Background: an optimization exercise with open tools, aiming at small area and a short achievable clock period. Do not read the settings as production practice. Function was checked by simulation only, so behaviour that the tests miss may differ from the original. Power and IR drop assume default switching activity.

## flow/run.sh

```bash
#!/bin/bash
# synth_recipe.tcl (not shown) runs the flow's synth.tcl, then flattens the netlist and writes it again
# the make line also repeats each setting of config.mk as NAME=value (left out here)
make -C /OpenROAD-flow-scripts/flow DESIGN_CONFIG=/design/flow/config.mk WORK_HOME=/design/flow/orfs CLKGATE_MAP_FILE= SYNTH_SCRIPT=/design/flow/synth_recipe.tcl finish
```

## flow/constraint.sdc

```tcl
create_clock -name core_clock -period 10.5 [get_ports {i_clk}]
set_input_delay 2.1000 -clock core_clock [delete_from_list [all_inputs] [get_ports {i_clk}]]
set_output_delay 2.1000 -clock core_clock [all_outputs]
set_load 0.01 [all_outputs]
```

## flow/config.mk

```make
export PLATFORM = sky130hd
export DESIGN_NAME = systolic_row
export DESIGN_NICKNAME = systolic_row
export VERILOG_FILES = /design/flow/design.v
export SDC_FILE = /design/flow/constraint.sdc
export NUM_CORES = 4
export LEC_CHECK = 0
export ABC_AREA = 1
export CAP_MARGIN = 20
export CORE_MARGIN = 2
export CORE_UTILIZATION = 65
export SETUP_SLACK_MARGIN = 3
export SLEW_MARGIN = 20
```

## flow/design.v

```verilog
package sa_pkg;
    typedef logic [8-1:0]    pixel_t;       
    typedef logic [8-1:0]    weight_t;      
    typedef logic [(8 + 8 + $clog2(3))-1:0] acc_t;         
    typedef struct packed {
        logic [3-1:0]                     shamt;   
        logic [4-1:0]                      mant;    
        logic [8-3-4-1:0]   pad;     
    } drum_pair_t;
    typedef union packed {
        pixel_t     plain;
        drum_pair_t pair;
    } operand_word_u;
endpackage
`timescale 1ns/10ps
module drum_encoder (
    input  sa_pkg::pixel_t     i_value,         
    output sa_pkg::drum_pair_t o_pair,          
    output sa_pkg::pixel_t     o_dec            
);
    logic [7:0] v;
    logic       h4, h5, h6, h7;                  
    assign v  = i_value;
    assign h7 = v[7];
    assign h6 = v[7] | v[6];
    assign h5 = h6 | v[5];
    assign h4 = h5 | v[4];
    assign o_pair.shamt[2] = h7;
    assign o_pair.shamt[1] = ~h7 & (v[6] | v[5]);
    assign o_pair.shamt[0] = (~h7 & v[6]) | (~h5 & v[4]);
    assign o_pair.pad      = 1'b0;
    assign o_pair.mant[3] = v[7] | v[6] | v[5] | v[4] | v[3];
    assign o_pair.mant[2] = h7 ? v[6] : h6 ? v[5] : h5 ? v[4] : h4 ? v[3] : v[2];
    assign o_pair.mant[1] = h7 ? v[5] : h6 ? v[4] : h5 ? v[3] : h4 ? v[2] : v[1];
    assign o_pair.mant[0] = h4 | v[0];
    assign o_dec[7:5] = v[7:5];
    assign o_dec[4]   = v[4] | v[7];
    assign o_dec[3]   = (v[3] & ~h6) | (v[6] & ~h7);
    assign o_dec[2]   = (v[2] & ~h5) | (v[5] & ~h6);
    assign o_dec[1]   = (v[1] & ~h4) | (v[4] & ~h5);
    assign o_dec[0]   =  v[0] & ~h4;
endmodule
`timescale 1ns/10ps
module mac_pe_first (
    input  logic                  i_clk,
    input  logic                  i_rst_n,
    input  logic                  i_approx,      
    input  sa_pkg::operand_word_u i_operand,     
    input  sa_pkg::pixel_t        i_dec,         
    input  sa_pkg::weight_t       i_weight,
    input  logic                  i_clear,       
    output sa_pkg::operand_word_u o_operand,     
    output sa_pkg::weight_t       o_weight,      
    output sa_pkg::acc_t          o_acc
);
    sa_pkg::drum_pair_t   w_pair;              
    sa_pkg::weight_t      w_dec;               
    logic [7:0]           a_fac, b_fac;
    logic [7:0]           pp0;
    logic [7:0]           pp1;
    logic [7:0]           pp2;
    logic [7:0]           pp3;
    logic [7:0]           pp4;
    logic [7:0]           pp5;
    logic [7:0]           pp6;
    logic [7:0]           pp7;
    logic [17:0]          r_s, r_c;            
    logic [17:0]          acc_sum;
    sa_pkg::acc_t         acc_q;
    logic                 t0;
    logic                 t1;
    logic                 t2;
    logic                 t3;
    logic                 t4;
    logic                 t5;
    logic                 t6;
    logic                 t7;
    logic                 t8;
    logic                 t9;
    logic                 t10;
    logic                 t11;
    logic                 t12;
    logic                 t13;
    logic                 t14;
    logic                 t15;
    logic                 t16;
    logic                 t17;
    logic                 t18;
    logic                 t19;
    logic                 t20;
    logic                 t21;
    logic                 t22;
    logic                 t23;
    logic                 t24;
    logic                 t25;
    logic                 t26;
    logic                 t27;
    logic                 t28;
    logic                 t29;
    logic                 t30;
    logic                 t31;
    logic                 t32;
    logic                 t33;
    logic                 t34;
    logic                 t35;
    logic                 t36;
    logic                 t37;
    logic                 t38;
    logic                 t39;
    logic                 t40;
    logic                 t41;
    logic                 t42;
    logic                 t43;
    logic                 t44;
    logic                 t45;
    logic                 t46;
    logic                 t47;
    logic                 t48;
    logic                 t49;
    logic                 t50;
    logic                 t51;
    logic                 t52;
    logic                 t53;
    logic                 t54;
    logic                 t55;
    logic                 t56;
    logic                 t57;
    logic                 t58;
    logic                 t59;
    logic                 t60;
    logic                 t61;
    logic                 t62;
    logic                 t63;
    logic                 t64;
    logic                 t65;
    logic                 t66;
    logic                 t67;
    logic                 t68;
    logic                 t69;
    logic                 t70;
    logic                 t71;
    logic                 t72;
    logic                 t73;
    logic                 t74;
    logic                 t75;
    logic                 t76;
    logic                 t77;
    logic                 t78;
    logic                 t79;
    logic                 t80;
    logic                 t81;
    logic                 t82;
    logic                 t83;
    logic                 t84;
    logic                 t85;
    logic                 t86;
    logic                 t87;
    logic                 t88;
    logic                 t89;
    logic                 t90;
    logic                 t91;
    logic                 t92;
    logic                 t93;
    logic                 t94;
    logic                 t95;
    logic                 t96;
    logic                 t97;
    logic                 t98;
    logic                 t99;
    logic                 t100;
    logic                 t101;
    logic                 t102;
    logic                 t103;
    logic                 t104;
    logic                 t105;
    logic                 t106;
    logic                 t107;
    logic                 t108;
    logic                 t109;
    logic                 t110;
    logic                 t111;
    drum_encoder u_weight_enc (
        .i_value (i_weight),
        .o_pair  (w_pair),
        .o_dec   (w_dec)
    );
    assign b_fac = i_approx ? w_dec : i_weight;
    assign a_fac = i_approx ? i_dec : i_operand.plain;
    assign pp0 = a_fac[0] ? b_fac : 8'h00;
    assign pp1 = a_fac[1] ? b_fac : 8'h00;
    assign pp2 = a_fac[2] ? b_fac : 8'h00;
    assign pp3 = a_fac[3] ? b_fac : 8'h00;
    assign pp4 = a_fac[4] ? b_fac : 8'h00;
    assign pp5 = a_fac[5] ? b_fac : 8'h00;
    assign pp6 = a_fac[6] ? b_fac : 8'h00;
    assign pp7 = a_fac[7] ? b_fac : 8'h00;
    assign t0 = acc_q[5] ^ pp0[5];
    assign t1 = acc_q[5] & pp0[5];
    assign t2 = acc_q[6] ^ pp0[6] ^ pp1[5];
    assign t3 = (acc_q[6] & pp0[6]) | (acc_q[6] & pp1[5]) | (pp0[6] & pp1[5]);
    assign t4 = pp2[4] ^ pp3[3];
    assign t5 = pp2[4] & pp3[3];
    assign t6 = acc_q[7] ^ pp0[7] ^ pp1[6];
    assign t7 = (acc_q[7] & pp0[7]) | (acc_q[7] & pp1[6]) | (pp0[7] & pp1[6]);
    assign t8 = pp2[5] ^ pp3[4] ^ pp4[3];
    assign t9 = (pp2[5] & pp3[4]) | (pp2[5] & pp4[3]) | (pp3[4] & pp4[3]);
    assign t10 = pp5[2] ^ pp6[1];
    assign t11 = pp5[2] & pp6[1];
    assign t12 = acc_q[8] ^ pp1[7] ^ pp2[6];
    assign t13 = (acc_q[8] & pp1[7]) | (acc_q[8] & pp2[6]) | (pp1[7] & pp2[6]);
    assign t14 = pp3[5] ^ pp4[4] ^ pp5[3];
    assign t15 = (pp3[5] & pp4[4]) | (pp3[5] & pp5[3]) | (pp4[4] & pp5[3]);
    assign t16 = pp6[2] ^ pp7[1];
    assign t17 = pp6[2] & pp7[1];
    assign t18 = acc_q[9] ^ pp2[7] ^ pp3[6];
    assign t19 = (acc_q[9] & pp2[7]) | (acc_q[9] & pp3[6]) | (pp2[7] & pp3[6]);
    assign t20 = pp4[5] ^ pp5[4] ^ pp6[3];
    assign t21 = (pp4[5] & pp5[4]) | (pp4[5] & pp6[3]) | (pp5[4] & pp6[3]);
    assign t22 = acc_q[10] ^ pp3[7] ^ pp4[6];
    assign t23 = (acc_q[10] & pp3[7]) | (acc_q[10] & pp4[6]) | (pp3[7] & pp4[6]);
    assign t24 = acc_q[3] ^ pp0[3];
    assign t25 = acc_q[3] & pp0[3];
    assign t26 = acc_q[4] ^ pp0[4] ^ pp1[3];
    assign t27 = (acc_q[4] & pp0[4]) | (acc_q[4] & pp1[3]) | (pp0[4] & pp1[3]);
    assign t28 = pp2[2] ^ pp3[1];
    assign t29 = pp2[2] & pp3[1];
    assign t30 = pp1[4] ^ pp2[3] ^ pp3[2];
    assign t31 = (pp1[4] & pp2[3]) | (pp1[4] & pp3[2]) | (pp2[3] & pp3[2]);
    assign t32 = pp4[1] ^ pp5[0] ^ t0;
    assign t33 = (pp4[1] & pp5[0]) | (pp4[1] & t0) | (pp5[0] & t0);
    assign t34 = pp4[2] ^ pp5[1] ^ pp6[0];
    assign t35 = (pp4[2] & pp5[1]) | (pp4[2] & pp6[0]) | (pp5[1] & pp6[0]);
    assign t36 = t1 ^ t4 ^ t2;
    assign t37 = (t1 & t4) | (t1 & t2) | (t4 & t2);
    assign t38 = pp7[0] ^ t5 ^ t10;
    assign t39 = (pp7[0] & t5) | (pp7[0] & t10) | (t5 & t10);
    assign t40 = t3 ^ t6 ^ t8;
    assign t41 = (t3 & t6) | (t3 & t8) | (t6 & t8);
    assign t42 = t11 ^ t16 ^ t7;
    assign t43 = (t11 & t16) | (t11 & t7) | (t16 & t7);
    assign t44 = t9 ^ t12 ^ t14;
    assign t45 = (t9 & t12) | (t9 & t14) | (t12 & t14);
    assign t46 = pp7[2] ^ t17 ^ t13;
    assign t47 = (pp7[2] & t17) | (pp7[2] & t13) | (t17 & t13);
    assign t48 = t15 ^ t18 ^ t20;
    assign t49 = (t15 & t18) | (t15 & t20) | (t18 & t20);
    assign t50 = pp5[5] ^ pp6[4] ^ pp7[3];
    assign t51 = (pp5[5] & pp6[4]) | (pp5[5] & pp7[3]) | (pp6[4] & pp7[3]);
    assign t52 = t19 ^ t21 ^ t22;
    assign t53 = (t19 & t21) | (t19 & t22) | (t21 & t22);
    assign t54 = acc_q[11] ^ pp4[7] ^ pp5[6];
    assign t55 = (acc_q[11] & pp4[7]) | (acc_q[11] & pp5[6]) | (pp4[7] & pp5[6]);
    assign t56 = pp6[5] ^ pp7[4] ^ t23;
    assign t57 = (pp6[5] & pp7[4]) | (pp6[5] & t23) | (pp7[4] & t23);
    assign t58 = acc_q[12] ^ pp5[7] ^ pp6[6];
    assign t59 = (acc_q[12] & pp5[7]) | (acc_q[12] & pp6[6]) | (pp5[7] & pp6[6]);
    assign t60 = acc_q[2] ^ pp0[2];
    assign t61 = acc_q[2] & pp0[2];
    assign t62 = pp1[2] ^ pp2[1] ^ pp3[0];
    assign t63 = (pp1[2] & pp2[1]) | (pp1[2] & pp3[0]) | (pp2[1] & pp3[0]);
    assign t64 = pp4[0] ^ t25 ^ t28;
    assign t65 = (pp4[0] & t25) | (pp4[0] & t28) | (t25 & t28);
    assign t66 = t29 ^ t27 ^ t30;
    assign t67 = (t29 & t27) | (t29 & t30) | (t27 & t30);
    assign t68 = t31 ^ t34 ^ t33;
    assign t69 = (t31 & t34) | (t31 & t33) | (t34 & t33);
    assign t70 = t35 ^ t38 ^ t37;
    assign t71 = (t35 & t38) | (t35 & t37) | (t38 & t37);
    assign t72 = t39 ^ t41 ^ t42;
    assign t73 = (t39 & t41) | (t39 & t42) | (t41 & t42);
    assign t74 = t43 ^ t45 ^ t46;
    assign t75 = (t43 & t45) | (t43 & t46) | (t45 & t46);
    assign t76 = t50 ^ t47 ^ t49;
    assign t77 = (t50 & t47) | (t50 & t49) | (t47 & t49);
    assign t78 = t51 ^ t54 ^ t53;
    assign t79 = (t51 & t54) | (t51 & t53) | (t54 & t53);
    assign t80 = pp7[5] ^ t55 ^ t58;
    assign t81 = (pp7[5] & t55) | (pp7[5] & t58) | (t55 & t58);
    assign t82 = acc_q[13] ^ pp6[7] ^ pp7[6];
    assign t83 = (acc_q[13] & pp6[7]) | (acc_q[13] & pp7[6]) | (pp6[7] & pp7[6]);
    assign t84 = acc_q[1] ^ pp0[1];
    assign t85 = acc_q[1] & pp0[1];
    assign t86 = pp1[1] ^ pp2[0] ^ t60;
    assign t87 = (pp1[1] & pp2[0]) | (pp1[1] & t60) | (pp2[0] & t60);
    assign t88 = t61 ^ t24 ^ t62;
    assign t89 = (t61 & t24) | (t61 & t62) | (t24 & t62);
    assign t90 = t63 ^ t26 ^ t64;
    assign t91 = (t63 & t26) | (t63 & t64) | (t26 & t64);
    assign t92 = t65 ^ t32 ^ t66;
    assign t93 = (t65 & t32) | (t65 & t66) | (t32 & t66);
    assign t94 = t67 ^ t36 ^ t68;
    assign t95 = (t67 & t36) | (t67 & t68) | (t36 & t68);
    assign t96 = t40 ^ t69 ^ t70;
    assign t97 = (t40 & t69) | (t40 & t70) | (t69 & t70);
    assign t98 = t44 ^ t71 ^ t72;
    assign t99 = (t44 & t71) | (t44 & t72) | (t71 & t72);
    assign t100 = t48 ^ t73 ^ t74;
    assign t101 = (t48 & t73) | (t48 & t74) | (t73 & t74);
    assign t102 = t52 ^ t75 ^ t76;
    assign t103 = (t52 & t75) | (t52 & t76) | (t75 & t76);
    assign t104 = t56 ^ t77 ^ t78;
    assign t105 = (t56 & t77) | (t56 & t78) | (t77 & t78);
    assign t106 = t57 ^ t80 ^ t79;
    assign t107 = (t57 & t80) | (t57 & t79) | (t80 & t79);
    assign t108 = t59 ^ t82 ^ t81;
    assign t109 = (t59 & t82) | (t59 & t81) | (t82 & t81);
    assign t110 = acc_q[14] ^ pp7[7] ^ t83;
    assign t111 = (acc_q[14] & pp7[7]) | (acc_q[14] & t83) | (pp7[7] & t83);
    assign r_s[0] = acc_q[0];
    assign r_c[0] = pp0[0];
    assign r_s[1] = pp1[0];
    assign r_c[1] = t84;
    assign r_s[2] = t85;
    assign r_c[2] = t86;
    assign r_s[3] = t87;
    assign r_c[3] = t88;
    assign r_s[4] = t89;
    assign r_c[4] = t90;
    assign r_s[5] = t91;
    assign r_c[5] = t92;
    assign r_s[6] = t93;
    assign r_c[6] = t94;
    assign r_s[7] = t95;
    assign r_c[7] = t96;
    assign r_s[8] = t97;
    assign r_c[8] = t98;
    assign r_s[9] = t99;
    assign r_c[9] = t100;
    assign r_s[10] = t101;
    assign r_c[10] = t102;
    assign r_s[11] = t103;
    assign r_c[11] = t104;
    assign r_s[12] = t105;
    assign r_c[12] = t106;
    assign r_s[13] = t108;
    assign r_c[13] = t107;
    assign r_s[14] = t110;
    assign r_c[14] = t109;
    assign r_s[15] = acc_q[15];
    assign r_c[15] = t111;
    assign r_s[16] = acc_q[16];
    assign r_c[16] = 1'b0;
    assign r_s[17] = acc_q[17];
    assign r_c[17] = 1'b0;
    assign acc_sum = r_s + r_c;
    always_ff @(posedge i_clk or negedge i_rst_n) begin
        if (!i_rst_n) begin
            o_operand <= '0;
            o_weight  <= '0;
        end else begin
            o_operand <= i_operand;      
            o_weight  <= i_weight;
        end
    end
    always_ff @(posedge i_clk or negedge i_rst_n) begin
        if (!i_rst_n) begin
            acc_q <= '0;
        end else if (i_clear) begin
            acc_q <= '0;
        end else begin
            acc_q <= acc_sum;
        end
    end
    assign o_acc = acc_q;
endmodule
`timescale 1ns/10ps
module mac_pe (
    input  logic                  i_clk,
    input  logic                  i_rst_n,
    input  logic                  i_approx,      
    input  sa_pkg::operand_word_u i_operand,     
    input  sa_pkg::weight_t       i_weight,
    input  logic                  i_clear,       
    output sa_pkg::operand_word_u o_operand,     
    output sa_pkg::weight_t       o_weight,      
    output sa_pkg::acc_t          o_acc
);
    sa_pkg::drum_pair_t   w_pair;              
    sa_pkg::weight_t      w_dec;               
    logic [7:0]           b_fac;               
    logic [9:0]           op3;                 
    logic [5:0]           mant3;               
    logic [10:0]          x1;                  
    logic [12:0]          x3;                  
    logic [3:0]           sel1, sel2, sel3;    
    logic [12:0]          rowv [4];
    logic [15:0]          p_s, p_c;            
    logic [15:0]          p_gen, p_prp;        
    logic                 p_ovf;               
    logic [15:0]          m_s;
    logic [16:0]          m_c;                 
    logic [16:0]          lo_sum;
    logic [1:0]           hi_base;
    logic [17:0]          acc_sum;
    sa_pkg::acc_t         acc_q;
    logic                 t0;
    logic                 t1;
    logic                 t2;
    logic                 t3;
    logic                 t4;
    logic                 t5;
    logic                 t6;
    logic                 t7;
    logic                 t8;
    logic                 t9;
    logic                 t10;
    logic                 t11;
    logic                 t12;
    logic                 t13;
    logic                 t14;
    logic                 t15;
    logic                 t16;
    logic                 t17;
    logic                 t18;
    logic                 t19;
    logic                 t20;
    logic                 t21;
    logic                 t22;
    logic                 t23;
    logic                 t24;
    logic                 t25;
    logic                 t26;
    logic                 t27;
    logic                 t28;
    logic                 t29;
    logic                 t30;
    logic                 t31;
    logic                 t32;
    logic                 t33;
    logic                 t34;
    logic                 t35;
    logic                 t36;
    logic                 t37;
    logic                 t38;
    logic                 t39;
    logic                 t40;
    logic                 t41;
    logic                 t42;
    logic                 t43;
    logic                 t44;
    logic                 t45;
    logic                 t46;
    logic                 t47;
    logic                 t48;
    logic                 t49;
    logic                 t50;
    logic                 t51;
    logic                 t52;
    logic                 t53;
    logic                 t54;
    logic                 t55;
    logic                 t56;
    logic                 t57;
    logic                 t58;
    logic                 t59;
    logic                 t60;
    logic                 t61;
    logic                 t62;
    logic                 t63;
    logic                 t64;
    logic                 t65;
    logic                 t66;
    logic                 t67;
    logic                 t68;
    logic                 t69;
    drum_encoder u_weight_enc (
        .i_value (i_weight),
        .o_pair  (w_pair),
        .o_dec   (w_dec)
    );
    assign b_fac = i_approx ? w_dec : i_weight;
    assign t0 = i_operand.plain[0] ^ 1'b0;
    assign t1 = i_operand.plain[0] & 1'b0;
    assign t2 = i_operand.plain[1] ^ i_operand.plain[0] ^ t1;
    assign t3 = (i_operand.plain[1] & i_operand.plain[0]) | (i_operand.plain[1] & t1) | (i_operand.plain[0] & t1);
    assign t4 = i_operand.plain[2] ^ i_operand.plain[1] ^ t3;
    assign t5 = (i_operand.plain[2] & i_operand.plain[1]) | (i_operand.plain[2] & t3) | (i_operand.plain[1] & t3);
    assign t6 = i_operand.plain[3] ^ i_operand.plain[2] ^ t5;
    assign t7 = (i_operand.plain[3] & i_operand.plain[2]) | (i_operand.plain[3] & t5) | (i_operand.plain[2] & t5);
    assign t8 = i_operand.plain[4] ^ i_operand.plain[3] ^ t7;
    assign t9 = (i_operand.plain[4] & i_operand.plain[3]) | (i_operand.plain[4] & t7) | (i_operand.plain[3] & t7);
    assign t10 = i_operand.plain[5] ^ i_operand.plain[4] ^ t9;
    assign t11 = (i_operand.plain[5] & i_operand.plain[4]) | (i_operand.plain[5] & t9) | (i_operand.plain[4] & t9);
    assign t12 = i_operand.plain[6] ^ i_operand.plain[5] ^ t11;
    assign t13 = (i_operand.plain[6] & i_operand.plain[5]) | (i_operand.plain[6] & t11) | (i_operand.plain[5] & t11);
    assign t14 = i_operand.plain[7] ^ i_operand.plain[6] ^ t13;
    assign t15 = (i_operand.plain[7] & i_operand.plain[6]) | (i_operand.plain[7] & t13) | (i_operand.plain[6] & t13);
    assign t16 = i_operand.plain[7] ^ t15;
    assign t17 = i_operand.plain[7] & t15;
    assign t18 = i_operand.pair.mant[0] ^ 1'b0;
    assign t19 = i_operand.pair.mant[0] & 1'b0;
    assign t20 = i_operand.pair.mant[1] ^ i_operand.pair.mant[0] ^ t19;
    assign t21 = (i_operand.pair.mant[1] & i_operand.pair.mant[0]) | (i_operand.pair.mant[1] & t19) | (i_operand.pair.mant[0] & t19);
    assign t22 = i_operand.pair.mant[2] ^ i_operand.pair.mant[1] ^ t21;
    assign t23 = (i_operand.pair.mant[2] & i_operand.pair.mant[1]) | (i_operand.pair.mant[2] & t21) | (i_operand.pair.mant[1] & t21);
    assign t24 = i_operand.pair.mant[3] ^ i_operand.pair.mant[2] ^ t23;
    assign t25 = (i_operand.pair.mant[3] & i_operand.pair.mant[2]) | (i_operand.pair.mant[3] & t23) | (i_operand.pair.mant[2] & t23);
    assign t26 = i_operand.pair.mant[3] ^ t25;
    assign t27 = i_operand.pair.mant[3] & t25;
    assign op3   = {t17, t16, t14, t12, t10, t8, t6, t4, t2, t0};
    assign mant3 = {t27, t26, t24, t22, t20, t18};
    assign x1 = i_approx ? {7'b0, i_operand.pair.mant} << i_operand.pair.shamt
                         : {3'b000, i_operand.plain};
    assign x3 = i_approx ? {7'b0, mant3} << i_operand.pair.shamt
                         : {3'b000, op3};
    always_comb begin
        for (int k = 0; k < 4; k++) begin
            sel1[k] = b_fac[2*k] & ~b_fac[2*k+1];
            sel2[k] = ~b_fac[2*k] & b_fac[2*k+1];
            sel3[k] = b_fac[2*k] & b_fac[2*k+1];
            rowv[k] = ({13{sel1[k]}} & {2'b00, x1}) | ({13{sel2[k]}} & {1'b0, x1, 1'b0})
                    | ({13{sel3[k]}} & x3);
        end
    end
    assign t28 = rowv[0][6] ^ rowv[1][4];
    assign t29 = rowv[0][6] & rowv[1][4];
    assign t30 = rowv[0][7] ^ rowv[1][5] ^ rowv[2][3];
    assign t31 = (rowv[0][7] & rowv[1][5]) | (rowv[0][7] & rowv[2][3]) | (rowv[1][5] & rowv[2][3]);
    assign t32 = rowv[0][8] ^ rowv[1][6] ^ rowv[2][4];
    assign t33 = (rowv[0][8] & rowv[1][6]) | (rowv[0][8] & rowv[2][4]) | (rowv[1][6] & rowv[2][4]);
    assign t34 = rowv[0][9] ^ rowv[1][7] ^ rowv[2][5];
    assign t35 = (rowv[0][9] & rowv[1][7]) | (rowv[0][9] & rowv[2][5]) | (rowv[1][7] & rowv[2][5]);
    assign t36 = rowv[0][10] ^ rowv[1][8] ^ rowv[2][6];
    assign t37 = (rowv[0][10] & rowv[1][8]) | (rowv[0][10] & rowv[2][6]) | (rowv[1][8] & rowv[2][6]);
    assign t38 = rowv[0][11] ^ rowv[1][9] ^ rowv[2][7];
    assign t39 = (rowv[0][11] & rowv[1][9]) | (rowv[0][11] & rowv[2][7]) | (rowv[1][9] & rowv[2][7]);
    assign t40 = rowv[0][12] ^ rowv[1][10] ^ rowv[2][8];
    assign t41 = (rowv[0][12] & rowv[1][10]) | (rowv[0][12] & rowv[2][8]) | (rowv[1][10] & rowv[2][8]);
    assign t42 = rowv[1][11] ^ rowv[2][9];
    assign t43 = rowv[1][11] & rowv[2][9];
    assign t44 = rowv[1][12] ^ rowv[2][10];
    assign t45 = rowv[1][12] & rowv[2][10];
    assign t46 = rowv[0][4] ^ rowv[1][2];
    assign t47 = rowv[0][4] & rowv[1][2];
    assign t48 = rowv[0][5] ^ rowv[1][3] ^ rowv[2][1];
    assign t49 = (rowv[0][5] & rowv[1][3]) | (rowv[0][5] & rowv[2][1]) | (rowv[1][3] & rowv[2][1]);
    assign t50 = rowv[2][2] ^ rowv[3][0] ^ t28;
    assign t51 = (rowv[2][2] & rowv[3][0]) | (rowv[2][2] & t28) | (rowv[3][0] & t28);
    assign t52 = rowv[3][1] ^ t29 ^ t30;
    assign t53 = (rowv[3][1] & t29) | (rowv[3][1] & t30) | (t29 & t30);
    assign t54 = rowv[3][2] ^ t31 ^ t32;
    assign t55 = (rowv[3][2] & t31) | (rowv[3][2] & t32) | (t31 & t32);
    assign t56 = rowv[3][3] ^ t33 ^ t34;
    assign t57 = (rowv[3][3] & t33) | (rowv[3][3] & t34) | (t33 & t34);
    assign t58 = rowv[3][4] ^ t35 ^ t36;
    assign t59 = (rowv[3][4] & t35) | (rowv[3][4] & t36) | (t35 & t36);
    assign t60 = rowv[3][5] ^ t37 ^ t38;
    assign t61 = (rowv[3][5] & t37) | (rowv[3][5] & t38) | (t37 & t38);
    assign t62 = rowv[3][6] ^ t39 ^ t40;
    assign t63 = (rowv[3][6] & t39) | (rowv[3][6] & t40) | (t39 & t40);
    assign t64 = rowv[3][7] ^ t42 ^ t41;
    assign t65 = (rowv[3][7] & t42) | (rowv[3][7] & t41) | (t42 & t41);
    assign t66 = rowv[3][8] ^ t43 ^ t44;
    assign t67 = (rowv[3][8] & t43) | (rowv[3][8] & t44) | (t43 & t44);
    assign t68 = rowv[2][11] ^ rowv[3][9] ^ t45;
    assign t69 = (rowv[2][11] & rowv[3][9]) | (rowv[2][11] & t45) | (rowv[3][9] & t45);
    assign p_s[0] = rowv[0][0];
    assign p_c[0] = 1'b0;
    assign p_s[1] = rowv[0][1];
    assign p_c[1] = 1'b0;
    assign p_s[2] = rowv[0][2];
    assign p_c[2] = rowv[1][0];
    assign p_s[3] = rowv[0][3];
    assign p_c[3] = rowv[1][1];
    assign p_s[4] = rowv[2][0];
    assign p_c[4] = t46;
    assign p_s[5] = t47;
    assign p_c[5] = t48;
    assign p_s[6] = t49;
    assign p_c[6] = t50;
    assign p_s[7] = t51;
    assign p_c[7] = t52;
    assign p_s[8] = t53;
    assign p_c[8] = t54;
    assign p_s[9] = t55;
    assign p_c[9] = t56;
    assign p_s[10] = t57;
    assign p_c[10] = t58;
    assign p_s[11] = t59;
    assign p_c[11] = t60;
    assign p_s[12] = t61;
    assign p_c[12] = t62;
    assign p_s[13] = t63;
    assign p_c[13] = t64;
    assign p_s[14] = t66;
    assign p_c[14] = t65;
    assign p_s[15] = t67;
    assign p_c[15] = t68;
    assign p_gen = p_s & p_c;
    assign p_prp = p_s | p_c;
    always_comb begin
        p_ovf = 1'b0;
        for (int i = 0; i < 16; i++) begin
            p_ovf = p_gen[i] | (p_prp[i] & p_ovf);
        end
    end
    assign m_s = acc_q[15:0] ^ p_s ^ p_c;
    assign m_c = {(acc_q[15:0] & p_s) | (acc_q[15:0] & p_c) | (p_s & p_c), 1'b0};
    assign lo_sum = 17'(m_s) + 17'(m_c[15:0]);
    assign hi_base[0] = acc_q[16] ^ m_c[16] ^ p_ovf;
    assign hi_base[1] = acc_q[17] ^ ((acc_q[16] & m_c[16] & ~p_ovf) | (~acc_q[16] & ~m_c[16] & p_ovf));
    assign acc_sum[15:0] = lo_sum[15:0];
    assign acc_sum[16]   = hi_base[0] ^ lo_sum[16];
    assign acc_sum[17]   = lo_sum[16] ? hi_base[1] ^ hi_base[0] : hi_base[1];
    always_ff @(posedge i_clk or negedge i_rst_n) begin
        if (!i_rst_n) begin
            o_operand <= '0;
            o_weight  <= '0;
        end else begin
            o_operand <= i_operand;      
            o_weight  <= i_weight;
        end
    end
    always_ff @(posedge i_clk or negedge i_rst_n) begin
        if (!i_rst_n) begin
            acc_q <= '0;
        end else if (i_clear) begin
            acc_q <= '0;
        end else begin
            acc_q <= acc_sum;
        end
    end
    assign o_acc = acc_q;
endmodule
`timescale 1ns/10ps
module systolic_row (
    input  logic                          i_clk,
    input  logic                          i_rst_n,
    input  logic                          i_approx,        
    input  sa_pkg::pixel_t                i_pixel,         
    input  logic [8*8-1:0]       i_weight,        
    input  logic [8-1:0]              i_clear,         
    output logic [8*(8 + 8 + $clog2(3))-1:0]    o_acc_result,    
    output logic [8-1:0]             o_pass_pixel,    
    output logic [8*8-1:0]       o_pass_weight    
);
    sa_pkg::drum_pair_t    pixel_pair;                     
    sa_pkg::pixel_t        pixel_dec;                      
    sa_pkg::operand_word_u entry_word;
    logic [8:0][8-1:0] operand_chain;             
    drum_encoder u_pixel_enc (
        .i_value (i_pixel),
        .o_pair  (pixel_pair),
        .o_dec   (pixel_dec)
    );
    always_comb begin
        entry_word.plain = i_pixel;
        if (i_approx) begin
            entry_word.pair = pixel_pair;    
        end
    end
    assign operand_chain[0] = entry_word;
    genvar n;
    generate
        for (n = 0; n < 8; n++) begin : g_pe
            if (n == 0) begin : g_first
                mac_pe_first u_mac_pe (
                    .i_clk      (i_clk),
                    .i_rst_n    (i_rst_n),
                    .i_approx   (i_approx),
                    .i_operand  (operand_chain[n]),
                    .i_dec      (pixel_dec),
                    .i_weight   (i_weight[n*8 +: 8]),
                    .i_clear    (i_clear[n]),
                    .o_operand  (operand_chain[n+1]),
                    .o_weight   (o_pass_weight[n*8 +: 8]),
                    .o_acc      (o_acc_result[n*(8 + 8 + $clog2(3)) +: (8 + 8 + $clog2(3))])
                );
            end else begin : g_rest
                mac_pe u_mac_pe (
                    .i_clk      (i_clk),
                    .i_rst_n    (i_rst_n),
                    .i_approx   (i_approx),
                    .i_operand  (operand_chain[n]),
                    .i_weight   (i_weight[n*8 +: 8]),
                    .i_clear    (i_clear[n]),
                    .o_operand  (operand_chain[n+1]),
                    .o_weight   (o_pass_weight[n*8 +: 8]),
                    .o_acc      (o_acc_result[n*(8 + 8 + $clog2(3)) +: (8 + 8 + $clog2(3))])
                );
            end
        end
    endgenerate
    assign o_pass_pixel = operand_chain[8];
endmodule
```

==> impl_summary.log, run 1 <==
[metrics] VDD IR max: ~0.25 mV
[metrics] number of pins with negative max-slew slack in the final report: 0
[metrics] fraction of the mapped netlist area in adder cells: 27.4%
[metrics] antenna violations before repair: 2
[metrics] worst stage delay on the critical path: about 540 ps
[metrics] per-cell via count in the routed design: 5.81
[metrics] number of design-rule violations left by the first detailed-router iteration: between 3000 and 4000
[metrics] count of nets left with antenna violations after detail routing: 0
[metrics] maximum number of pins on one net before global-route repair: 97
[metrics] setup repair after global routing missed its margin: yes
[metrics] via count: 31500
[metrics] Synthesis Warnings: 4
[metrics] Top Ports: 299
[metrics] Starting Density: around two thirds
[metrics] die boundary height: 228 µm
[metrics] Design Power: between 7 and 8 mW
[metrics] Top FF cell, synth: dfrtp_1
[metrics] most numerous cell on the critical path: nor2_1
[metrics] power density over the cells: between 150 and 200 nW/µm²
[metrics] simple-gate share of the synthesized area: between 20% and 30%
[metrics] count of hold-fix buffers inserted at cts: 0
[metrics] most common library cell in the layout ignoring fill and taps: nand2_1
[metrics] maximum level of the CTS H-tree: 1
[metrics] share of Yosys cell area claimed by the top area cell type: ~21%
[metrics] number of nets at the end of the flow: around 5400
[metrics] Post-Route Hold Slack: 423 ps
[metrics] maximum fanout along the worst path: 12
[metrics] startpoint type of the worst setup path: input pin
[metrics] Std-Cell Core Area: 50000 µm²
[metrics] post-synthesis cell type with the largest combined area: dfrtp_1
[metrics] register area share after synthesis: around 21%
[metrics] worst-case setup margin in the final layout: about 3300 ps
[metrics] Net Count, Synth: between 5000 and 6000
[metrics] headroom to the max-slew limit: between 40% and 50%
[metrics] aggregate global routing overflow: 0
[metrics] Clock Pin Slew Worst Setup and Hold Paths: ~60 ps
[metrics] max-cap violations: 0
[metrics] Post-synth EDFFs: 0
[metrics] final critical-path share of the clock period: 68.2%
[metrics] data arrival time at the worst-slack endpoint: approximately 7600 ps
[metrics] worst clock skew: 26.9 ps
[metrics] leading cell types by total area after synthesis: dfrtp_1 21%, fa_1 18%, nand2_1 13%
[metrics] FF+latch count, synth: approximately 270
[metrics] final-report setup violation count: 0
[metrics] post-synthesis to final-layout area growth: 14.1%
[metrics] maximum number of buffers from clock root to sink: 3
[metrics] last weighted congestion value of the routability-driven placer: ~1
[metrics] commonest cells after routing, fill and taps aside: 1142 x nand2_1, 751 x inv_1, 405 x nor2_1
[metrics] number of buffers created by CTS: 31
[metrics] share of cell area taken by muxes after synthesis: less than 1%
[metrics] maximum clock frequency: roughly 140 MHz
[metrics] Critical-path top delay cell: fa_1
[metrics] wire per inst: 16.6 µm
[metrics] root buffer selected by CTS: clkbuf_16
[metrics] Hold Vio Cnt, Final: 0
[metrics] post-DP HPWL: 70.9 mm
[metrics] setup TNS: 0 ps
[metrics] Die ar.: 52200 µm²
[metrics] final routed DRC violation total: 0
[metrics] Pleak: around 19 nW
[metrics] layout cell share with drive strength beyond 1: 4.50%
[metrics] wire length of the first global-routing pass: roughly 150 mm
[metrics] num rows: 82
[metrics] worst-case setup slack after placement: 1660 ps
[metrics] class of the most critical hold timing path: reg2reg
[metrics] fraction of the mapped netlist area in compound gates: roughly 17%
[metrics] Finished Core Util: between 70% and 80%
[metrics] main combinational cell family by area after synthesis: adder cells
[metrics] number of filler cells placed in the layout: a little under 4000
[metrics] number of buffers added on ports: between 200 and 300
[metrics] vias in the first global route: about 31000
[metrics] parity-gate share of the synthesized area counting xor and xnor cells: less than 1%
[metrics] synthesized area: between 30000 and 40000 µm²
[metrics] post-synth cell types: 62
[metrics] Routed WL: ~90 mm
[metrics] share of synthesized registers carrying an async set or reset: 100%
[metrics] global-route usage over all layers: 34.6%
[metrics] Setup crit end kind: flip-flop
[metrics] DRT Pass-1 Iters: 8
[metrics] fin cells: around 5400
[metrics] required time worst endpoint: 10970 ps
[metrics] Worst Setup Path Type: in2reg
[metrics] slew at the pin closest to its max-slew limit: ~880 ps
[metrics] Placed Area: between 30000 and 40000 µm²
[metrics] instance count after placement with tap cells included: roughly 5400
[metrics] status: complete, no violations
[metrics] total non-filler cell area in the finished layout: about 37000 µm²
[metrics] worst skew pair latency: around 620 ps
[metrics] floorplan die width: between 200 and 250 µm
[metrics] post-synthesis instance total: approximately 4500
[metrics] clock net sink count: around 270
[metrics] clock tree from TritonCTS: built
[metrics] Mean Syn Cell Area: roughly 7.3 µm²
[metrics] crit path time final: ~7200 ps
## per-layer routing
layer	global-route usage, %	up-vias	wire length (µm)
li1	-	15200	-
met1	44.7	14700	35900
met2	59.3	1417	43900
met3	4.92	242	6840
met4	12.8	2	3300
met5	0	-	14
## synth_stat cells (12+ instances only)
library cell,n
o221ai_1,180
o21bai_1,17
nor3_1,47
clkinv_1,19
clkbuf_1,33
buf_2,14
o21ai_0,200
nor2_2,16
nand3_1,177
o211ai_1,32
a22oi_1,33
inv_1,751
a31oi_1,17
a21oi_1,228
o22ai_1,83
nor2_1,407
ha_1,234
nand2_2,37
fa_1,301
or2_2,12
inv_2,41
dfrtp_1,272
nand2_1,1142
## worst paths after layout
| check | slack [ps] | depth (start not counted) | endpoint | startpoint |
|---|---|---|---|---|
| worst min register to register | 420 | 0 | g_pe[6].g_rest.u_mac_pe.o_operand[0] | g_pe[5].g_rest.u_mac_pe.o_operand[0] |
| max in group asynchronous | 6960 | 3 | g_pe[1].g_rest.u_mac_pe.acc_q[17] | i_rst_n |
| worst min-delay path | 420 | 0 | g_pe[6].g_rest.u_mac_pe.o_operand[0] | g_pe[5].g_rest.u_mac_pe.o_operand[0] |
| worst max register to register | 3500 | 31 | g_pe[6].g_rest.u_mac_pe.acc_q[15] | g_pe[5].g_rest.u_mac_pe.o_operand[1] |
| worst max-delay path | 3340 | 32 | g_pe[0].g_first.u_mac_pe.acc_q[17] | i_pixel[5] |
| min in group asynchronous | 1510 | 1 | g_pe[7].g_rest.u_mac_pe.acc_q[16] | i_rst_n |
## logic make-up (layout without fill, tap and decap cells)
logic type,Yosys count,in the layout
muxes,2,2
adders and majority gates,535,535
AOI/OAI and AO/OA,847,847
and+or+nand+nor,1909,1909
buffers and inverters,881,1170
other,0,1
xor gates and xnor gates,20,20
DFF,272,272
## sequential cells by signal, indices dropped and copies added (netlist names)
name                             cells
g_pe.g_rest.u_mac_pe.acc_q         126
g_pe.g_rest.u_mac_pe.o_operand      56
g_pe.g_rest.u_mac_pe.o_weight       56
g_pe.g_first.u_mac_pe.acc_q         18
g_pe.g_first.u_mac_pe.o_operand      8
g_pe.g_first.u_mac_pe.o_weight       8
## critical path, delay by kind of cell
kind / cells / cell delay (ps)
AND/OR/NAND/NOR: 13 / 1270
buffers and inverters: 7 / 820
XOR/XNOR: 1 / 130
AO/OA/AOI/OAI: 6 / 980
adder cells (fa/ha/maj): 5 / 2320
## power by group
| part | switching [mW] | internal, mW |
|---|---|---|
| clock | 0.451 | 0.644 |
| combinational | 2.87 | 1.96 |
| sequential | 0.223 | 1.28 |
| total | 3.54 | 3.88 |
## repair_timing
item	4_1_cts	5_1_grt
resized for setup	6	19
setup endpoints to repair	5	16
setup buffers	0	0
gates cloned	0	1
endpoints found under the hold margin	0	0
## final cells by class
class,count,area (µm²),area share [%]
multi-input cells,3313,22600,60.4
flip-flops and latches,272,6810,18.2
repair buffers,305,3070,8.23
inverters,812,3050,8.17
clock buffers,43,871,2.33
well taps,672,841,2.25
clock inverters,10,131,0.352
diodes,1,2.50,0.00670
==> run 2: changes to the inputs <==
--- a/flow/config.mk
+++ b/flow/config.mk
@@ -6,5 +6,4 @@
 export NUM_CORES = 4
 export LEC_CHECK = 0
-export ABC_AREA = 1
 export CAP_MARGIN = 20
 export CORE_MARGIN = 2
==> impl_summary.log, run 2 <==
[metrics] maximum clock frequency: 136 MHz (-2.9%)
[metrics] antenna violations before repair: 0 (-2)
[metrics] maximum fanout along the worst path: 90 (+78)
[metrics] Setup crit end kind: flip-flop
[metrics] count of nets left with antenna violations after detail routing: 0 (unchanged)
[metrics] post-synthesis instance total: 4097 (-8.3%)
[metrics] maximum number of buffers from clock root to sink: 3 (unchanged)
[metrics] count of hold-fix buffers inserted at cts: 0 (unchanged)
[metrics] Top Registers: g_pe.g_rest.u_mac_pe.acc_q x126, g_pe.g_rest.u_mac_pe.o_operand x56, g_pe.g_rest.u_mac_pe.o_weight x56
[metrics] startpoint type of the worst setup path: input pin
[metrics] setup repair after global routing missed its margin: yes
[metrics] data arrival time at the worst-slack endpoint: 7820 ps (+190 ps)
[metrics] num rows: 84 (+2.4%)
[metrics] Std-Cell Core Area: 52300 µm² (+4.8%)
[metrics] Design Power: 8.41 mW (+13%)
[metrics] DRT Pass-1 Iters: 6 (-2)
[metrics] last weighted congestion value of the routability-driven placer: 0.996 (+1.0%)
[metrics] post-synth cell types: 119 (+92%)
[metrics] register area share after synthesis: 19.9% (-0.89 points)
[metrics] commonest cells after routing, fill and taps aside: 503 x nor2_1, 346 x nand2_1, 312 x inv_1
[metrics] per-cell via count in the routed design: 6.38 (+9.9%)
[metrics] global-route usage over all layers: 34.4% (-0.24 points)
[metrics] worst skew pair latency: 570 ps (-50 ps)
[metrics] slew at the pin closest to its max-slew limit: 973 ps (+90.6 ps)
[metrics] worst clock skew: 30.7 ps (+3.82 ps)
[metrics] post-synthesis to final-layout area growth: 14.6%
[metrics] power density over the cells: 215 nW/µm² (+8.0%)
[metrics] FF+latch count, synth: 272 (unchanged)
[metrics] instance count after placement with tap cells included: 4897 (-8.9%)
[metrics] clock net sink count: 272 (unchanged)
[metrics] required time worst endpoint: 10950 ps (-20 ps)
[metrics] vias in the first global route: 29900 (-4.2%)
[metrics] antenna fix cells: 0 (-1)
[metrics] die boundary height: 233 µm (+2.2%)
[metrics] maximum number of pins on one net before global-route repair: 100 (+3.1%)
[metrics] share of Yosys cell area claimed by the top area cell type: 19.9% (-0.89 points)
[metrics] leading cell types by total area after synthesis: dfrtp_1 20%, fa_1 18%, ha_1 8.6%
[metrics] setup TNS: 0 ps (unchanged)
[metrics] Post-synth EDFFs: 0 (unchanged)
[metrics] via count: 31800 (+0.76%)
[metrics] final-report setup violation count: 0 (unchanged)
[metrics] Die ar.: 54500 µm² (+4.4%)
[metrics] Worst Setup Path Type: in2reg
[metrics] cell types with the highest counts after synthesis: 505 x nor2_1, 349 x nand2_1, 313 x inv_1
[metrics] post-DP HPWL: 70.3 mm (-0.90%)
[metrics] class of the most critical hold timing path: reg2reg
[metrics] number of nets at the end of the flow: 4881 (-8.8%)
[metrics] Starting Density: 65.3% (-0.17 points)
[metrics] Finished Core Util: 74.9% (+0.11 points)
[metrics] aggregate global routing overflow: 0 (unchanged)
[metrics] wire per inst: 19.0 µm (+15%)
[metrics] Top FF cell, synth: dfrtp_1
[metrics] wire length of the first global-routing pass: 154 mm (+1.7%)
[metrics] number of design-rule violations left by the first detailed-router iteration: 3469 (+6.6%)
[metrics] root buffer selected by CTS: clkbuf_16
[metrics] max reg flops: 126 (unchanged)
[metrics] worst-case setup margin in the final layout: 3130 ps (-216 ps)
[metrics] most frequently used cell type in the post-synthesis netlist: nor2_1
[metrics] Pleak: 17.6 nW (-6.6%)
[metrics] status: complete, no violations
[metrics] share of synthesized registers carrying an async set or reset: 100% (unchanged)
[metrics] Hold Vio Cnt, Final: 0 (unchanged)
[metrics] Clock Pin Slew Worst Setup and Hold Paths: 60 ps (about the same)
[metrics] most common library cell in the layout ignoring fill and taps: nor2_1
[metrics] post-synthesis cell type with the largest combined area: dfrtp_1
[metrics] synthesized area: 34200 µm² (+4.5%)
[metrics] Mean Syn Cell Area: 8.35 µm² (+14%)
[metrics] headroom to the max-slew limit: 35.2% (-6.0 points)
[metrics] floorplan die width: 233 µm (+2.2%)
[metrics] final routed DRC violation total: 0 (unchanged)
[metrics] Synthesis Warnings: 4 (unchanged)
[metrics] fin cells: 4975 (-8.3%)
[metrics] max-cap violations: 0 (unchanged)
[metrics] number of buffers added on ports: 298 (unchanged)
[metrics] layout cell share with drive strength beyond 1: 7.42% (+2.9 points)
[metrics] number of buffers created by CTS: 35 (+13%)
[metrics] final critical-path share of the clock period: 70.2% (+2.1 points)
[metrics] Routed WL: 94.4 mm (+5.0%)
[metrics] number of pins with negative max-slew slack in the final report: 0 (unchanged)
[metrics] Net Count, Synth: 4715 (-7.3%)
[metrics] clock tree from TritonCTS: built
[metrics] VDD IR max: 0.285 mV (+12%)
[metrics] crit path time final: 7370 ps (+216 ps)
[metrics] Top Ports: 299 (unchanged)
[metrics] maximum level of the CTS H-tree: 2 (+1)
[metrics] Reg with most FFs: g_pe.g_rest.u_mac_pe.acc_q
[metrics] worst-case setup slack after placement: 2130 ps (+469 ps)
run 2: routing by layer:
layer  GRT usage (%)  wire length, µm  up-vias
met5               0                0        -
met4            8.52             2320        0
met3            5.62             8030      211
met2            53.8            43000     1570
met1            49.8            41000    15200
li1                -                -    14800
run 2: final timing paths:
| check | from | to | slack [ps] | cells past startpoint |
|---|---|---|---|---|
| worst min register to register | g_pe[5].g_rest.u_mac_pe.o_operand[0] | g_pe[6].g_rest.u_mac_pe.o_operand[0] | 420 | 0 |
| worst max register to register | g_pe[2].g_rest.u_mac_pe.o_operand[1] | g_pe[3].g_rest.u_mac_pe.acc_q[17] | 3240 | 26 |
| worst max-delay path | i_approx | g_pe[4].g_rest.u_mac_pe.acc_q[17] | 3130 | 21 |
| worst min-delay path | g_pe[5].g_rest.u_mac_pe.o_operand[0] | g_pe[6].g_rest.u_mac_pe.o_operand[0] | 420 | 0 |
| min in group asynchronous | i_rst_n | g_pe[7].g_rest.u_mac_pe.acc_q[8] | 1490 | 1 |
| max in group asynchronous | i_rst_n | g_pe[2].g_rest.u_mac_pe.o_weight[6] | 7600 | 2 |
run 2: repair_timing:
item	in CTS	in global routing
setup endpoints to repair	13	27
resized for setup	17	104
pin swaps	0	5
setup buffers	0	16
run 2: final cells by class:
| type | instances | area [µm²] |
|---|---|---|
| Clock inverter | 15 | 278 |
| Clock buffer | 46 | 978 |
| Timing Repair Buffer | 338 | 3360 |
| Fill cell | 4039 | 13200 |
| Tap cell | 688 | 861 |
| Sequential cell | 272 | 6830 |
| Inverter | 325 | 1240 |
| Multi-Input combinational cell | 3291 | 25600 |
run 2: worst max-delay path: stages:
cell and delay, ps:
clkbuf_16 340, buf_16 330, nor3b_1 380, a221o_1 300, nor2_1 70, a21oi_1 140
a22oi_1 130, fa_1 550, fa_1 550, inv_1 80, fa_1 470, ha_2 210
or3_1 380, o221ai_2 250, a21oi_2 100, a41o_1 230, o41ai_4 330, nand2_1 100
a21o_1 170, a32oi_1 220, mux2_1 340
run 2: per-stage QoR:
stage,area (µm²),hold WS [ps]
6_report,39200,422
5_1_grt,39200,448
4_1_cts,38700,429
3_5_place_dp,37400,394
3_3_place_gp,37400,388
2_1_floorplan,34400,370
run 2: power breakdown:
part / internal [mW] / switching (mW)
Clock: 0.831 / 0.494
Combinational: 2.50 / 3.05
Sequential: 1.29 / 0.248
run 2: cells by family (layout without fill, tap and decap cells):
logic type	after synthesis	in the layout	synth area share (%)
muxes	130	130	4.55
adders and majority gates	546	546	26.5
buffers and inverters	534	724	6.23
xor gates and xnor gates	106	106	2.71
and+or+nand+nor	1302	1302	17.4
AOI/OAI and AO/OA	1207	1207	22.7
DFF	272	272	19.9
==> run 3: changes to the inputs <==
--- a/flow/config.mk
+++ b/flow/config.mk
@@ -6,7 +6,8 @@
 export NUM_CORES = 4
 export LEC_CHECK = 0
+export ABC_AREA = 1
 export CAP_MARGIN = 20
 export CORE_MARGIN = 2
 export CORE_UTILIZATION = 65
-export SETUP_SLACK_MARGIN = 3
+export SETUP_SLACK_MARGIN = 4
 export SLEW_MARGIN = 20
==> impl_summary.log, run 3 <==
[metrics] status: complete, no violations
[metrics] most frequently used cell type in the post-synthesis netlist: nand2_1
[metrics] Reg with most FFs: g_pe.g_rest.u_mac_pe.acc_q
[metrics] Post-Route Hold Slack: 407 ps (-15.4 ps)
[metrics] Internal Pwr Total: 4.30 mW (-7.0%)
[metrics] number of buffers created by CTS: 34 (-2.9%)
[metrics] Critical-path top delay cell: fa_1
[metrics] setup TNS: 0 ps (unchanged)
[metrics] slew at the pin closest to its max-slew limit: 959 ps (-13.9 ps)
[metrics] leading cell types by total area after synthesis: dfrtp_1 21%, fa_1 18%, nand2_1 13%
[metrics] fraction of power spent switching nets: 47.6% (+2.6 points)
[metrics] commonest cells after routing, fill and taps aside: 1115 x nand2_1, 693 x inv_1, 365 x nor2_1
[metrics] Hold Crit Endpoint: g_pe[2].g_rest.u_mac_pe.o_operand[0]
[metrics] fin cells: 5570 (+12%)
[metrics] number of pins with negative max-slew slack in the final report: 0 (unchanged)
[metrics] class of the most critical hold timing path: reg2reg
[metrics] worst-case setup margin in the final layout: 3710 ps (+580 ps)
[metrics] share of Yosys cell area claimed by the top area cell type: 20.8% (+0.89 points)
[metrics] Top FF cell, synth: dfrtp_1
[metrics] Mean Syn Cell Area: 7.33 µm² (-12%)
[metrics] Std-Cell Core Area: 50000 µm² (-4.5%)
[metrics] worst clock skew: 22.2 ps (-8.51 ps)
[metrics] last weighted congestion value of the routability-driven placer: 0.990 (-0.59%)
[metrics] instance count after placement with tap cells included: 5371 (+9.7%)
[metrics] number of filler cells placed in the layout: 3462 (-14%)
[metrics] floorplan die width: 228 µm (-2.1%)
[metrics] Finished Core Util: 80.0% (+5.2 points)
[metrics] Net Count, Synth: 5084 (+7.8%)
[metrics] Setup crit end kind: flip-flop
[metrics] num rows: 82 (-2.4%)
[metrics] clock network power share: 14.9% (-0.9 points)
[metrics] maximum number of pins on one net before global-route repair: 90 (-10%)
[metrics] clock tree from TritonCTS: built
[metrics] worst skew pair latency: 560 ps (about the same)
[metrics] Placed Area: 36500 µm² (-2.6%)
[metrics] startpoint type of the worst setup path: input pin
[metrics] post-synthesis instance total: 4466 (+9.0%)
[metrics] global-route usage over all layers: 36.4% (+2.0 points)
[metrics] most common library cell in the layout ignoring fill and taps: nand2_1
[metrics] Top Ports: 299 (unchanged)
[metrics] Top Registers: g_pe.g_rest.u_mac_pe.acc_q x126, g_pe.g_rest.u_mac_pe.o_operand x56, g_pe.g_rest.u_mac_pe.o_weight x56
[metrics] register area share after synthesis: 20.8% (+0.89 points)
[metrics] clock net sink count: 272 (unchanged)
[metrics] cell depth of the worst min-delay path: 0 (unchanged)
[metrics] share of synthesized registers carrying an async set or reset: 100% (unchanged)
[metrics] wire per inst: 18.0 µm (-5.3%)
[metrics] combinational share of power: 66.6% (+0.6 points)
[metrics] post-DP HPWL: 72.7 mm (+3.5%)
[metrics] final routed DRC violation total: 0 (unchanged)
[metrics] VDD IR max: 0.269 mV (-5.3%)
[metrics] Storage cell area: 6830 µm² (about the same)
[metrics] post-synthesis cell type with the largest combined area: dfrtp_1
[metrics] worst-case setup slack after placement: 2460 ps (+322 ps)
[metrics] power density over the cells: 205 nW/µm² (-4.4%)
[metrics] Clock Pin Slew Worst Setup and Hold Paths: 60 ps (about the same)
[metrics] wire length of the first global-routing pass: 157 mm (+2.4%)
[metrics] Routed WL: 100 mm (+6.0%)
[metrics] synthesized area: 32700 µm² (-4.3%)
[metrics] Reg power frac: 18.6% (+0.4 points)
[metrics] cell types with the highest counts after synthesis: 1142 x nand2_1, 751 x inv_1, 407 x nor2_1
[metrics] maximum clock frequency: 147 MHz (+8.5%)
[metrics] data arrival time at the worst-slack endpoint: 7190 ps (-630 ps)
[metrics] layout cell share with drive strength beyond 1: 13.9% (+6.5 points)
[metrics] antenna violations before repair: 2 (+2)
[metrics] most numerous cell on the critical path: inv_2
[metrics] power dissipated by switching net loads: 3.91 mW (+3.2%)
[metrics] via count: 33400 (+5.1%)
[metrics] worst stage delay on the critical path: 520 ps (-30 ps)
[metrics] die boundary height: 228 µm (-2.1%)
[metrics] minimum setup slack among reg-to-reg paths: 4050 ps (+810 ps)
[metrics] maximum fanout along the worst path: 7 (-92%)
[metrics] area taken by multi-input logic gates: 23900 µm² (-6.9%)
[metrics] number of design-rule violations left by the first detailed-router iteration: 3541 (+2.1%)
[metrics] max reg flops: 126 (unchanged)
[metrics] maximum level of the CTS H-tree: 2 (unchanged)
[metrics] root buffer selected by CTS: clkbuf_16
[metrics] Design Power: 8.21 mW (-2.4%)
[metrics] aggregate global routing overflow: 0 (unchanged)
[metrics] crit path time final: 6790 ps (-580 ps)
[metrics] Starting Density: 65.5% (+0.17 points)
[metrics] headroom to the max-slew limit: 36.1% (+0.93 points)
[metrics] Die ar.: 52200 µm² (-4.2%)
[metrics] required time worst endpoint: 10900 ps (-50 ps)
[metrics] max-cap violations: 0 (unchanged)
[metrics] Synthesis Warnings: 4 (unchanged)
[metrics] Hold Startpoint: g_pe[1].g_rest.u_mac_pe.o_operand[0]
[metrics] per-cell via count in the routed design: 5.99 (-6.1%)
[metrics] vias in the first global route: 32000 (+7.3%)
[metrics] final critical-path share of the clock period: 64.7% (-5.5 points)
[metrics] Post-synth EDFFs: 0 (unchanged)
[metrics] total non-filler cell area in the finished layout: 40000 µm² (+2.0%)
[metrics] number of buffers added on ports: 298 (unchanged)
[metrics] count of nets left with antenna violations after detail routing: 0 (unchanged)
[metrics] Pleak: 19.8 nW (+13%)
[metrics] FF+latch count, synth: 272 (unchanged)
[metrics] critical register-to-register path endpoint: g_pe[7].g_rest.u_mac_pe.acc_q[15]
[metrics] Hold Vio Cnt, Final: 0 (unchanged)
[metrics] maximum number of buffers from clock root to sink: 3 (unchanged)
[metrics] post-synth cell types: 62 (-48%)
[metrics] final-report setup violation count: 0 (unchanged)
[metrics] post-synthesis to final-layout area growth: 22.2%
[metrics] number of nets at the end of the flow: 5489 (+12%)
[metrics] FF-to-FF path depth: 31 (+19%)
[metrics] Worst Setup Path Type: in2reg
[metrics] reg-to-reg startpoint: g_pe[6].g_rest.u_mac_pe.o_operand[1]
[metrics] DRT Pass-1 Iters: 8 (+2)
[metrics] setup repair after global routing missed its margin: yes
-- run 3: cell count changes in the layout (fill, tap and decap cells not counted), sizes merged, moves of 77 or more --
cell	before	now
o22ai	160	83
nor2b	85	0
o21ai	303	219
buf	41	138
inv	321	798
nand3	47	187
o221ai	15	180
nand2	350	1183
-- run 3: area by class of cell --
class,instances,share of cell area (%)
Timing Repair inverter,2,0.0563
Sequential cell,272,17.1
Clock inverter,13,0.322
Inverter,812,7.84
Timing Repair Buffer,435,10.4
Multi-Input combinational cell,3314,59.7
Tap cell,672,2.10
Clock buffer,49,2.50
Antenna cell,1,0.00626
-- run 3: how the worst max path moves through the flow --
| stage | start | to | slack [ps] | cells past startpoint |
|---|---|---|---|---|
| 2_1_floorplan | i_approx | g_pe[0].g_first.u_mac_pe.acc_q[17] | 3580 | 32 |
| 3_3_place_gp | i_pixel[7] | g_pe[0].g_first.u_mac_pe.acc_q[17] | 2580 | 34 |
| 3_5_place_dp | i_pixel[7] | g_pe[0].g_first.u_mac_pe.acc_q[17] | 2460 | 34 |
| 4_1_cts | i_weight[6] | g_pe[0].g_first.u_mac_pe.acc_q[17] | 3960 | 26 |
| 5_1_grt | i_pixel[7] | g_pe[0].g_first.u_mac_pe.acc_q[17] | 3480 | 34 |
| 6_report | i_pixel[7] | g_pe[0].g_first.u_mac_pe.acc_q[17] | 3710 | 34 |
-- run 3: cells by family after synthesis --
group	count (synthesis)	share of synthesized area (%)
muxes	2	0.0612
buffers and inverters	881	10.4
adders and majority gates	535	27.4
DFF	272	20.8
AOI/OAI and AO/OA	847	16.6
xor gates and xnor gates	20	0.535
and+or+nand+nor	1909	24.3
-- run 3: routing by layer --
metal	vias up	track usage [%]	wire (µm)	share of wire [%]
li1	15400	-	-	-
met1	15800	48.3	39700	40
met2	1849	60.3	47700	48
met3	345	4.95	8460	8.5
met4	2	15.0	4200	4.2
met5	-	0	13	0.013
-- run 3: what timing repair did --
action | CTS | global route
resized for setup | 127 | 312
cloned | 2 | 5
hold buffers | 0 | 0
buffers inserted | 34 | 95
pin swaps | 26 | 131
setup endpoints to repair | 51 | 41
hold endpoints to repair | 0 | 0
-- run 3: power by group through the flow --
stage | sequential [mW] | combinational (mW) | clock [mW]
6_report | 1.52 | 5.46 | 1.22
5_1_grt | 1.55 | 6.11 | 1.27
4_1_cts | 1.52 | 4.94 | 1.23
3_5_place_dp | 1.53 | 4.79 | 0
3_3_place_gp | 1.53 | 4.62 | 0
2_1_floorplan | 1.55 | 3.42 | 0
-- run 3: critical path: cells and delay by family --
kind	cells	cell delay, ps
fa+ha+maj	5	2110
buf+inv	8	540
compound gates	6	1040
simple gates	14	1280
xor+xnor	1	130
==> run 4: changes to the inputs <==
==> flow/flow/run.sh (new file) <==
#!/bin/bash
# Layout flow: the standard ORFS flow (standard.sh, synthesis unchanged), with the
# input and output ports buffered by the smallest plain buffer instead of the cell
# buffer_ports picks by default. Each tool's output goes to make.log here and to ORFS's
# own per-step logs under orfs/logs.
set -euo pipefail
export BUFFER_PORTS_ARGS="-buffer_cell sky130_fd_sc_hd__buf_1"
bash standard.sh > make.log 2>&1
==> flow/standard.sh (new file) <==
#!/bin/bash
# synth_recipe.tcl (not shown) runs the flow's synth.tcl, then flattens the netlist and writes it again
# the make line also repeats each setting of config.mk as NAME=value (left out here)
make -C /OpenROAD-flow-scripts/flow DESIGN_CONFIG=/design/flow/config.mk WORK_HOME=/design/flow/orfs CLKGATE_MAP_FILE= SYNTH_SCRIPT=/design/flow/synth_recipe.tcl "${@:-finish}"
--- a/flow/config.mk
+++ b/flow/config.mk
@@ -10,4 +10,4 @@
 export CORE_MARGIN = 2
 export CORE_UTILIZATION = 65
-export SETUP_SLACK_MARGIN = 4
+export SETUP_SLACK_MARGIN = 3.5
 export SLEW_MARGIN = 20
removed: flow/run.sh
==> impl_summary.log, run 4 <==
[metrics] share of synthesized registers carrying an async set or reset: 100% (unchanged)
[metrics] worst stage delay on the critical path: 540 ps (+20 ps)
[metrics] via count: 31900 (-4.4%)
[metrics] main combinational cell family by area after synthesis: adder cells
[metrics] Clock Pin Slew Worst Setup and Hold Paths: 60 ps (about the same)
[metrics] instance count after placement with tap cells included: 5373 (+0.037%)
[metrics] crit path time final: 6700 ps (-89.7 ps)
[metrics] post-synth cell types: 62 (unchanged)
[metrics] most common library cell in the layout ignoring fill and taps: nand2_1
[metrics] wire per inst: 16.9 µm (-6.1%)
[metrics] post-synthesis instance total: 4466 (unchanged)
[metrics] per-cell via count in the routed design: 5.86 (-2.3%)
[metrics] max reg flops: 126 (unchanged)
[metrics] Reg with most FFs: g_pe.g_rest.u_mac_pe.acc_q
[metrics] number of buffers added on ports: 298 (unchanged)
[metrics] maximum level of the CTS H-tree: 2 (unchanged)
[metrics] Top Ports: 299 (unchanged)
[metrics] number of buffers created by CTS: 34 (unchanged)
[metrics] final critical-path share of the clock period: 63.8% (-0.85 points)
[metrics] Net Count, Synth: 5084 (unchanged)
[metrics] clock net sink count: 272 (unchanged)
[metrics] aggregate global routing overflow: 0 (unchanged)
[metrics] antenna violations before repair: 1 (-1)
[metrics] worst clock skew: 43.8 ps (+21.5 ps)
[metrics] worst-case setup margin in the final layout: 3800 ps (+89.7 ps)
[metrics] maximum number of buffers from clock root to sink: 3 (unchanged)
[metrics] wire length of the first global-routing pass: 152 mm (-3.2%)
[metrics] maximum fanout along the worst path: 11 (+4)
[metrics] power density over the cells: 206 nW/µm² (+0.36%)
[metrics] Starting Density: 65.5% (unchanged)
[metrics] fraction of the mapped netlist area in adder cells: 27.4% (unchanged)
[metrics] floorplan die width: 228 µm (unchanged)
[metrics] Post-Route Hold Slack: 422 ps (+14.6 ps)
[metrics] Top Registers: g_pe.g_rest.u_mac_pe.acc_q x126, g_pe.g_rest.u_mac_pe.o_operand x56, g_pe.g_rest.u_mac_pe.o_weight x56
[metrics] maximum number of pins on one net before global-route repair: 138 (+53%)
[metrics] required time worst endpoint: 10910 ps (about the same)
[metrics] cell types with the highest counts after synthesis: 1142 x nand2_1, 751 x inv_1, 407 x nor2_1
[metrics] clock network power share: 17.2% (+2.3 points)
[metrics] last weighted congestion value of the routability-driven placer: 0.986 (-0.46%)
[metrics] number of pins with negative max-slew slack in the final report: 0 (unchanged)
[metrics] slew at the pin closest to its max-slew limit: 924 ps (-34.9 ps)
[metrics] vias in the first global route: 31400 (-2.1%)
[metrics] leading cell types by total area after synthesis: dfrtp_1 21%, fa_1 18%, nand2_1 13%
[metrics] Setup crit end kind: flip-flop
[metrics] Hold Vio Cnt, Final: 0 (unchanged)
[metrics] final routed DRC violation total: 0 (unchanged)
[metrics] simple-gate share of the synthesized area: 24.3% (unchanged)
[metrics] startpoint type of the worst setup path: input pin
[metrics] Worst Setup Path Type: in2reg
[metrics] clock tree from TritonCTS: built
[metrics] post-synthesis to final-layout area growth: 10.4%
[metrics] headroom to the max-slew limit: 38.4% (+2.3 points)
[metrics] synthesized area: 32700 µm² (unchanged)
[metrics] post-synthesis cell type with the largest combined area: dfrtp_1
[metrics] Internal Pwr Total: 3.81 mW (-11%)
[metrics] worst-case setup slack after placement: 2300 ps (-158 ps)
[metrics] status: complete, no violations
[metrics] Die ar.: 52200 µm² (unchanged)
[metrics] Top FF cell, synth: dfrtp_1
[metrics] commonest cells after routing, fill and taps aside: 1141 x nand2_1, 741 x inv_1, 396 x nor2_1
[metrics] final-report setup violation count: 0 (unchanged)
[metrics] Critical-path top delay cell: fa_1
[metrics] parity-gate share of the synthesized area counting xor and xnor cells: 0.535% (unchanged)
[metrics] Design Power: 7.44 mW (-9.3%)
[metrics] post-DP HPWL: 72.2 mm (-0.75%)
[metrics] root buffer selected by CTS: clkbuf_16
[metrics] power dissipated by switching net loads: 3.63 mW (-7.1%)
[metrics] Routed WL: 92.0 mm (-8.1%)
[metrics] max-cap violations: 0 (unchanged)
[metrics] antenna fix cells: 0 (-1)
[metrics] Synthesis Warnings: 4 (unchanged)
[metrics] fraction of the mapped netlist area in compound gates: 16.6% (unchanged)
[metrics] layout cell share with drive strength beyond 1: 6.59% (-7.3 points)
[metrics] setup TNS: 0 ps (unchanged)
[metrics] num rows: 82 (unchanged)
[metrics] share of Yosys cell area claimed by the top area cell type: 20.8% (unchanged)
[metrics] count of nets left with antenna violations after detail routing: 0 (unchanged)
[metrics] die boundary height: 228 µm (unchanged)
[metrics] share of cell area taken by muxes after synthesis: 0.0612% (unchanged)
[metrics] Std-Cell Core Area: 50000 µm² (unchanged)
[metrics] global-route usage over all layers: 35.0% (-1.4 points)
[metrics] number of nets at the end of the flow: 5372 (-2.1%)
[metrics] class of the most critical hold timing path: reg2reg
[metrics] DRT Pass-1 Iters: 6 (-2)
[metrics] FF+latch count, synth: 272 (unchanged)
[metrics] Pleak: 18.3 nW (-7.7%)
[metrics] VDD IR max: 0.248 mV (-8.0%)
[metrics] setup repair after global routing missed its margin: yes
[metrics] number of design-rule violations left by the first detailed-router iteration: 3062 (-14%)
[metrics] fin cells: 5451 (-2.1%)
[metrics] count of hold-fix buffers inserted at cts: 0 (unchanged)
[metrics] combinational share of power: 62.4% (-4.2 points)
[metrics] Reg power frac: 20.4% (+1.8 points)
[metrics] Mean Syn Cell Area: 7.33 µm² (unchanged)
[metrics] fraction of power spent switching nets: 48.8% (+1.2 points)
[metrics] register area share after synthesis: 20.8% (unchanged)
[metrics] worst skew pair latency: 590 ps (+30 ps)
[metrics] Post-synth EDFFs: 0 (unchanged)
[metrics] maximum clock frequency: 149 MHz (+1.3%)
[metrics] most frequently used cell type in the post-synthesis netlist: nand2_1
[metrics] data arrival time at the worst-slack endpoint: 7110 ps (-80 ps)
## run 4: cell counts after synthesis
Identical to the previous run, type by type.
## run 4: path summary, 6_finish.rpt
kind | endpoint | cells after the start | slack, ps | start
worst max-delay path | g_pe[0].g_first.u_mac_pe.acc_q[17] | 34 | 3800 | i_pixel[6]
worst min-delay path | g_pe[6].g_rest.u_mac_pe.o_operand[0] | 0 | 420 | g_pe[5].g_rest.u_mac_pe.o_operand[0]
worst max register to register | g_pe[4].g_rest.u_mac_pe.acc_q[15] | 31 | 3900 | g_pe[3].g_rest.u_mac_pe.o_operand[1]
worst min register to register | g_pe[6].g_rest.u_mac_pe.o_operand[0] | 0 | 420 | g_pe[5].g_rest.u_mac_pe.o_operand[0]
max in group asynchronous | g_pe[5].g_rest.u_mac_pe.o_weight[3] | 3 | 7340 | i_rst_n
min in group asynchronous | g_pe[7].g_rest.u_mac_pe.acc_q[16] | 2 | 1590 | i_rst_n
## run 4: area by class of cell
class | count | area [µm²]
Clock inverter | 19 | 264
Multi-Input combinational cell | 3313 | 22800
Timing Repair Buffer | 321 | 1400
Tap cell | 672 | 841
Fill cell | 4063 | 13800
Inverter | 812 | 3070
Sequential cell | 272 | 6830
Clock buffer | 42 | 952
## run 4: cell families after synthesis
group	count (synthesis)
flops	272
fa+ha+maj	535
buf+inv	881
simple gates	1909
xor+xnor	20
compound gates	847
mux	2
## run 4: metal layers
| metal | track usage [%] | vias to the layer above | part of all wire, % |
|---|---|---|---|
| li1 | - | 15200 | - |
| met1 | 45.4 | 14900 | 40 |
| met4 | 14.5 | 2 | 4.2 |
| met5 | 0 | - | 0.012 |
| met2 | 59.4 | 1538 | 48 |
| met3 | 4.72 | 307 | 7.4 |
## run 4: through the flow
stage	area (µm²)	util [%]
floorplan	32800	-
global placement	34500	69.0
detailed placement	34500	69.0
CTS	35700	71.5
global route	36100	72.3
finish	36100	72.3
## run 4: power groups by stage
| stage | clock (mW) | sequential (mW) | combinational (mW) |
|---|---|---|---|
| floorplan | 0 | 1.55 | 3.35 |
| global placement | 0 | 1.53 | 4.33 |
| detailed placement | 0 | 1.53 | 4.46 |
| CTS | 1.30 | 1.52 | 4.52 |
| global route | 1.34 | 1.54 | 5.32 |
| finish | 1.28 | 1.52 | 4.65 |
## run 4: worst max-delay path: cells and delay by family
family                     cells  cell delay [ps]
and+or+nand+nor               14             1250
xor gates and xnor gates       1              120
AOI/OAI and AO/OA              6              890
adders and majority gates      5             2140
buffers and inverters          8              610
## run 4: timing repair
action / CTS / global route
endpoints found under the hold margin: 0 / 0
endpoints found under the setup margin: 39 / 28
setup buffers: 0 / 14
resized for setup: 7 / 90
pin swaps: 0 / 17
gates cloned: 0 / 3

Check on run 4: ideal ports give 3.796 ns setup slack; a clkbuf_16 on the clock port and buf_2 on the inputs give 3.832 ns; moving port delays by the midpoint clock arrival (0.627 ns) as well gives 3.205 ns.
